This design comes from an exercise in tuning for small area and a short achievable clock period on the open sky130 flow, not from production work. RTL that was checked went through simulation tests only; none was proved equivalent to the original. Power and IR drop assume default switching activity.

// donkeyScreen
module donkeyScreen #(
    parameter int TimerStart      = 6059,
    parameter int FramesPerSecond = 60
) (
    input  logic                  frame_clk,
    input  logic                  reset,
    input  logic                  PSEL,
    input  logic                  PENABLE,
    input  logic                  PWRITE,
    input  logic [7:0]            PADDR,
    input  logic [15:0]           PWDATA,
    output logic [15:0]           PRDATA,
    output logic                  PREADY,
    output logic                  PSLVERR,
    input  logic                  frameStart,
    input  spritePkg::coordT      drawX,
    input  spritePkg::coordT      drawY,
    output spritePkg::colorT      rgb,
    output spritePkg::frameCountT timeLeft
);
    spritePkg::coordT barrel0X;
    spritePkg::coordT barrel0Y;
    spritePkg::coordT barrel1X;
    spritePkg::coordT barrel1Y;
    spritePkg::coordT barrelSize;
    logic  timerRestart;
    logic  hundreds;
    spritePkg::digitT tens;
    spritePkg::digitT ones;
    logic [1:0] code;
    apbRegs regs (
        .frame_clk, .reset,
        .PSEL, .PENABLE, .PWRITE, .PADDR, .PWDATA,
        .PRDATA, .PREADY, .PSLVERR,
        .barrel0X, .barrel0Y, .barrel1X, .barrel1Y, .barrelSize,
        .timerRestart
    );
    countdownTimer timer (
        .frame_clk, .reset, .frameStart, .timerRestart,
        .timeLeft, .hundreds, .tens, .ones
    );
    sceneHitTest hitTest (
        .frame_clk, .reset, .drawX, .drawY,
  ...
Size in the first run: about 96 I/O pins, about 16000 µm² of cells after synthesis.
clock: 14.0 ns
lec_check: 0
cap_margin: 20
core_margin: 2
core_utilization: 40
cts_buf_list: sky130_fd_sc_hd__clkbuf_8
cts_cluster_diameter: 300
cts_cluster_size: 40
slew_margin: 20
synth_hierarchical: 1
synth_minimum_keep_size: 0
standard.sh (not shown) runs the stock make flow with config.mk's settings and CLKGATE_MAP_FILE= SYNTH_SCRIPT=/design/flow/synth_recipe.tcl, a recipe that flattens the netlist after the stock synthesis.
==> flow/flow/run.sh <==
#!/bin/bash
# The standard layout, with plain buffers on the ports instead of the delay cells
# that port buffering picks by default, and timing repair aimed at a shorter period than
# the clock (the margin); make's output goes to make_finish.log, each tool's to orfs/logs
set -euo pipefail
bash standard.sh finish BUFFER_PORTS_ARGS="-buffer_cell sky130_fd_sc_hd__buf_2" SETUP_SLACK_MARGIN=8 > make_finish.log 2>&1
Change:
CTS_BUF_LIST = sky130_fd_sc_hd__clkbuf_4 sky130_fd_sc_hd__clkbuf_8   (was sky130_fd_sc_hd__clkbuf_8)
CTS_CLUSTER_DIAMETER = unset   (was 300)
CTS_CLUSTER_SIZE = unset   (was 40)
GPL_ROUTABILITY_DRIVEN = 0   (was unset)
GPL_TIMING_DRIVEN = 0   (was unset)
Via count rises by 3.1%. Cell count came out higher by 5.9%. Global-route usage went up by 0.80 points. Cell area rose by 4.1%. Worst hold slack degrades by 0.0056 ns. Synthesized area does not change. Clock-buffer cell count grows by 1. Sequential share of layout area came out lower by 0.74 points. Power rose by 2.8%. Sequential power decreases by 9.7%.
Change:
GPL_ROUTABILITY_DRIVEN = unset   (was 0)
GPL_TIMING_DRIVEN = unset   (was 0)
SYNTH_HIERARCHICAL = unset   (was 1)
SYNTH_MINIMUM_KEEP_SIZE = unset   (was 0)
Outcome: Fmax fell by 5.5%. Setup slack loses 0.40 ns. Total power fell by 5.7%. Final cell count rose by 1.2%. Sequential share of layout area rose by 0.65 points.


== cedar ==
donkeyScreen, a different RTL version from the one above (not shown whole).
For scale: roughly 1600 cells after synthesis, about 140 flip-flops, ~17000 um2 of cells after synthesis.
export LEC_CHECK = 0
export CAP_MARGIN = 20
export CORE_MARGIN = 2
export CORE_UTILIZATION = 40
export SLEW_MARGIN = 20
export SYNTH_HIERARCHICAL = 1
export SYNTH_MINIMUM_KEEP_SIZE = 0
create_clock -name core_clock -period 14.0 [get_ports {frame_clk}]
Scripts as last shown in full above: flow/flow/run.sh
The final layout from cedar, which completed every stage, passed the timing, design-rule and antenna checks at the end of the flow.
Modified inputs, violet compared to cedar
==> flow/flow/run.sh <==
#!/bin/bash
# The standard layout, with plain buffers on the ports instead of the delay cells
# that port buffering picks by default; each tool's output goes to its own log under orfs/logs
set -euo pipefail
bash standard.sh finish BUFFER_PORTS_ARGS="-buffer_cell sky130_fd_sc_hd__buf_2" > make_finish.log 2>&1
==> comparison <==
- From cedar to violet the numbers moved as follows: final worst-path setup slack decreased 0.59 ns, cell area decreased 550 um2, maximum cell stage delay along the critical path increased 0.38 ns, number of non-clock buffers decreased 18.


Another version of the RTL of donkeyScreen (not shown whole).
Size in the first run: about 140 flip-flops.
clock: 14.0 ns
lec_check: 0
cap_margin: 20
core_margin: 2
core_utilization: 40
cts_buf_list: sky130_fd_sc_hd__clkbuf_4 sky130_fd_sc_hd__clkbuf_8
slew_margin: 20
synth_hierarchical: 1
synth_minimum_keep_size: 0
==> flow/flow/run.sh <==
#!/bin/bash
# The standard layout, with plain buffers on the ports instead of the delay cells
# that port buffering picks by default, and timing repair aimed at a shorter period than
# the clock (the margin); make's output goes to make_finish.log, each tool's to orfs/logs
set -euo pipefail
bash standard.sh finish BUFFER_PORTS_ARGS="-buffer_cell sky130_fd_sc_hd__buf_2" SETUP_SLACK_MARGIN=8.6 > make_finish.log 2>&1
The baseline went through all stages and came out clean.
Then changed:
--- a/flow/flow/run.sh
+++ b/flow/flow/run.sh
@@ -6 +6 @@
-bash standard.sh finish BUFFER_PORTS_ARGS="-buffer_cell sky130_fd_sc_hd__buf_2" SETUP_SLACK_MARGIN=8.6 > make_finish.log 2>&1
+bash standard.sh finish BUFFER_PORTS_ARGS="-buffer_cell sky130_fd_sc_hd__buf_2" SETUP_SLACK_MARGIN=8 > make_finish.log 2>&1
Outcome:
- worst setup slack does not change
- via count is unchanged
- critical path depth does not change
- global-route usage does not change
- power barely changes
- sequential power is about the same
- maximum frequency is unchanged
- routed wire length stays the same


== run A ==
donkeyScreen, a different RTL version from the one above (not shown whole).
Size: roughly 1700 cells after synthesis, about 96 I/O pins.
Settings: LEC_CHECK=0, CAP_MARGIN=20, CORE_MARGIN=2, CORE_UTILIZATION=40, SLEW_MARGIN=20, SYNTH_HIERARCHICAL=1, SYNTH_MINIMUM_KEEP_SIZE=0; clock period 14.0 ns.
==> flow/flow/run.sh <==
#!/bin/bash
# The standard layout, with plain buffers on the ports instead of the delay cells
# that port buffering picks by default, and timing repair aimed at a shorter period than
# the clock (the margin); make's output goes to make_finish.log, each tool's to orfs/logs
set -euo pipefail
bash standard.sh finish BUFFER_PORTS_ARGS="-buffer_cell sky130_fd_sc_hd__buf_2" SETUP_SLACK_MARGIN=8 > make_finish.log 2>&1
Run A went all the way through synthesis, placement and routing and the layout is clean on timing, DRC and antenna.
Here is what was changed in the inputs of run B compared with run A.
-- flow/flow/run.sh --
<<< run A, line 6
bash standard.sh finish BUFFER_PORTS_ARGS="-buffer_cell sky130_fd_sc_hd__buf_2" SETUP_SLACK_MARGIN=8 > make_finish.log 2>&1
>>> run B, line 6
bash standard.sh finish BUFFER_PORTS_ARGS="-buffer_cell sky130_fd_sc_hd__buf_1" SETUP_SLACK_MARGIN=8 > make_finish.log 2>&1
==> notes.md <==
Diff run A -> run B: count of clock-buffer cells in the layout decreased 2; internal power contribution increased 1.1%; number of cells upsized or downsized after cts increased about 110%; combinational cell fraction of total power decreased 1.3 points.
Run B ends up with higher count of vias placed by the detailed router than run A does.
Run B finished all stages; the layout is clean.
~same instance count after placement with tap cells included in run B and run A
Ratio of cells with drive above 1 in the final layout: run B and run A compared, higher one is run A
Run A vs run B, endpoint of the most critical setup path: PRDATA[4] vs PRDATA[9]
#### Input delta (run C over run B)
Settings: CTS_BUF_LIST: unset -> sky130_fd_sc_hd__clkbuf_4 sky130_fd_sc_hd__clkbuf_8.
-- flow/flow/run.sh --
<<< run B, line 6
bash standard.sh finish BUFFER_PORTS_ARGS="-buffer_cell sky130_fd_sc_hd__buf_1" SETUP_SLACK_MARGIN=8 > make_finish.log 2>&1
>>> run C, line 6
bash standard.sh finish BUFFER_PORTS_ARGS="-buffer_cell sky130_fd_sc_hd__buf_2" SETUP_SLACK_MARGIN=8 > make_finish.log 2>&1
Findings:
- Run C finished all stages; the layout is clean.
- Reported for run B and run C, number of library cell types mapped by synthesis turned out identical to the last digit.
- Run B has a lower fraction of layout instances using a drive strength above 1 than run C.
- From run B to run C the numbers moved as follows: areal power density over the cells lost 3.9%, routed wire length neither gained nor lost much.
- Run B -> run C: number of slew-limit violations in the final report delta 0, exact match
- Run C: worst setup slack after placement 250 ps above run B
- Post-layout minimum cycle time improves in run C relative to run B.
- Compared to run B, run C has number of nets in the layout 0.44% lower.
No run of this note included a check of the RTL's function; only the layout flow was run.


donkeyScreen, a different RTL version from the one above (not shown whole).
Size: ~1700 cells after synthesis, about 140 flip-flops, roughly 96 I/O pins, roughly 16000 sq um of cells after synthesis.
clock: 14.0 ns
lec_check: 0
cap_margin: 0
core_margin: 2
core_utilization: 40
cts_buf_list: sky130_fd_sc_hd__clkbuf_4 sky130_fd_sc_hd__clkbuf_8
slew_margin: 0
synth_hierarchical: 1
synth_minimum_keep_size: 0
==> flow/flow/run.sh <==
#!/bin/bash
# The standard layout, with plain buffers on the ports instead of the delay cells
# that port buffering picks by default, and timing repair aimed at a shorter period than
# the clock (the margin); make's output goes to make_finish.log, each tool's to orfs/logs
set -euo pipefail
bash standard.sh finish BUFFER_PORTS_ARGS="-buffer_cell sky130_fd_sc_hd__buf_2" SETUP_SLACK_MARGIN=8 > make_finish.log 2>&1
Rerun with:
- CAP_MARGIN: 0 -> 20
- SLEW_MARGIN: 0 -> 20
Final area is about the same.
Via count stays flat.
Worst setup slack barely changes.
Combinational power is about the same.
Total power hardly moves.
Sequential share of layout area stays flat.
Final cell count is unchanged.
Function was not checked in any run of this note: the RTL went through the layout flow alone.


RTL: one of the versions met above, not the one the previous note started from.
Size in the first run: about 1600 cells after synthesis, roughly 96 I/O pins.
==> flow/config.mk <==
export PLATFORM = sky130hd
export DESIGN_NAME = donkeyScreen
export DESIGN_NICKNAME = donkeyScreen
export VERILOG_FILES = /design/flow/design.v
export SDC_FILE = /design/flow/constraint.sdc
export NUM_CORES = 4
export LEC_CHECK = 0
export CAP_MARGIN = 20
export CORE_MARGIN = 2
export CORE_UTILIZATION = 40
export CTS_BUF_LIST = sky130_fd_sc_hd__clkbuf_4 sky130_fd_sc_hd__clkbuf_8
export PLACE_DENSITY = 0.75
export SLEW_MARGIN = 20
export SYNTH_HIERARCHICAL = 1
export SYNTH_MINIMUM_KEEP_SIZE = 0
==> flow/constraint.sdc <==
create_clock -name core_clock -period 14.0 [get_ports {frame_clk}]
set_input_delay 2.8000 -clock core_clock [delete_from_list [all_inputs] [get_ports {frame_clk}]]
set_output_delay 2.8000 -clock core_clock [all_outputs]
set_load 0.01 [all_outputs]
Scripts as last shown in full above: flow/flow/run.sh
Then changed:
--- a/flow/config.mk
+++ b/flow/config.mk
@@ -10,4 +10,5 @@
 export CORE_UTILIZATION = 40
-export CTS_BUF_LIST = sky130_fd_sc_hd__clkbuf_4 sky130_fd_sc_hd__clkbuf_8
-export PLACE_DENSITY = 0.75
+export CTS_BUF_LIST = sky130_fd_sc_hd__clkbuf_2 sky130_fd_sc_hd__clkbuf_4 sky130_fd_sc_hd__clkbuf_8
+export CTS_CLUSTER_DIAMETER = 60
+export CTS_CLUSTER_SIZE = 10
 export SLEW_MARGIN = 20
Non-clock buffer count came out higher by 1.
Cell count stays flat.
Routed wire length came out higher by 2.9%.
Global-route usage came out higher by 0.71 points.
Worst hold slack improves by 0.0040 ns.
Via count came out lower by 3.1%.
Clock power came out higher by about 2%.
Then changed:
--- a/flow/config.mk
+++ b/flow/config.mk
@@ -9,6 +9,5 @@
 export CORE_MARGIN = 2
-export CORE_UTILIZATION = 40
-export CTS_BUF_LIST = sky130_fd_sc_hd__clkbuf_2 sky130_fd_sc_hd__clkbuf_4 sky130_fd_sc_hd__clkbuf_8
-export CTS_CLUSTER_DIAMETER = 60
-export CTS_CLUSTER_SIZE = 10
+export CORE_UTILIZATION = 55
+export CTS_BUF_LIST = sky130_fd_sc_hd__clkbuf_4 sky130_fd_sc_hd__clkbuf_8
+export PLACE_DENSITY = 0.7
 export SLEW_MARGIN = 20
Outcome: The new run finished clean. Maximum frequency is about the same. Non-clock buffer count came out lower by 1. Power is lower by 1.8%. Via count rose by 0.36%. Synthesized area is unchanged. Sequential share of layout area increases by 0.28 points. Critical path depth does not change.

separate check: timing with driven ports:
How much do the figures lean on ideal ports? The routed layouts below were timed once more, with nothing changed but the port constraints. Step 1 sets driving cells, clkbuf_16 on the clock port and buf_2 on the other inputs (assumed; they add their load-dependent delay and slew). Step 2 moves the port delays by t, midway between the first and last clock arrival at a register: inputs arrive t later, outputs are due t later. That takes back most of the time a late clock gives input paths. a / b / c = no drivers / after step 1 / after step 2; a / b = the first two.
run | t, ns | setup WS [ns] | worst setup path at the end | clock arrival spread, ns | worst register clock-pin slew, ns
the first run of note 1 | 0.503 | 7.500 / 7.272 / 7.272 | input to output | 0.019 / 0.018 | 0.10 / 0.10
the second run of note 1 | 0.506 | 7.204 / 7.159 / 7.159 | input to output | 0.018 / 0.019 | 0.10 / 0.10
the third run of note 1 | 0.510 | 6.806 / 6.775 / 6.775 | input to output | 0.015 / 0.015 | 0.09 / 0.09
cedar | 0.490 | 7.463 / 7.236 / 7.236 | input to output | 0.012 / 0.012 | 0.07 / 0.07
violet | 0.479 | 6.878 / 6.854 / 6.854 | input to output | 0.012 / 0.011 | 0.07 / 0.07
the first run of note 3 | 0.502 | 7.469 / 7.248 / 7.248 | input to output | 0.013 / 0.013 | 0.09 / 0.09
the second run of note 3 | 0.502 | 7.469 / 7.248 / 7.248 | input to output | 0.013 / 0.013 | 0.09 / 0.09
run A | 0.476 | 7.511 / 7.274 / 7.274 | input to output | 0.011 / 0.011 | 0.06 / 0.06
run B | 0.473 | 7.491 / 7.271 / 7.271 | input to output | 0.012 / 0.012 | 0.07 / 0.07
run C | 0.494 | 7.506 / 7.277 / 7.277 | input to output | 0.018 / 0.017 | 0.09 / 0.09
the first run of note 5 | 0.494 | 7.511 / 7.273 / 7.273 | input to output | 0.019 / 0.019 | 0.09 / 0.09
the second run of note 5 | 0.494 | 7.511 / 7.283 / 7.283 | input to output | 0.018 / 0.019 | 0.09 / 0.09
the first run of note 6 | 0.487 | 7.500 / 7.279 / 7.279 | input to output | 0.020 / 0.020 | 0.09 / 0.09
the second run of note 6 | 0.503 | 7.500 / 7.272 / 7.272 | input to output | 0.019 / 0.018 | 0.10 / 0.10
the third run of note 6 | 0.498 | 7.494 / 7.261 / 7.261 | input to output | 0.024 / 0.024 | 0.11 / 0.11
After both steps setup and hold are still met in every run listed. The setup slack of the first run of note 5, which loses most, moves by -0.238 ns with the drivers and by -0.238 ns with both steps.
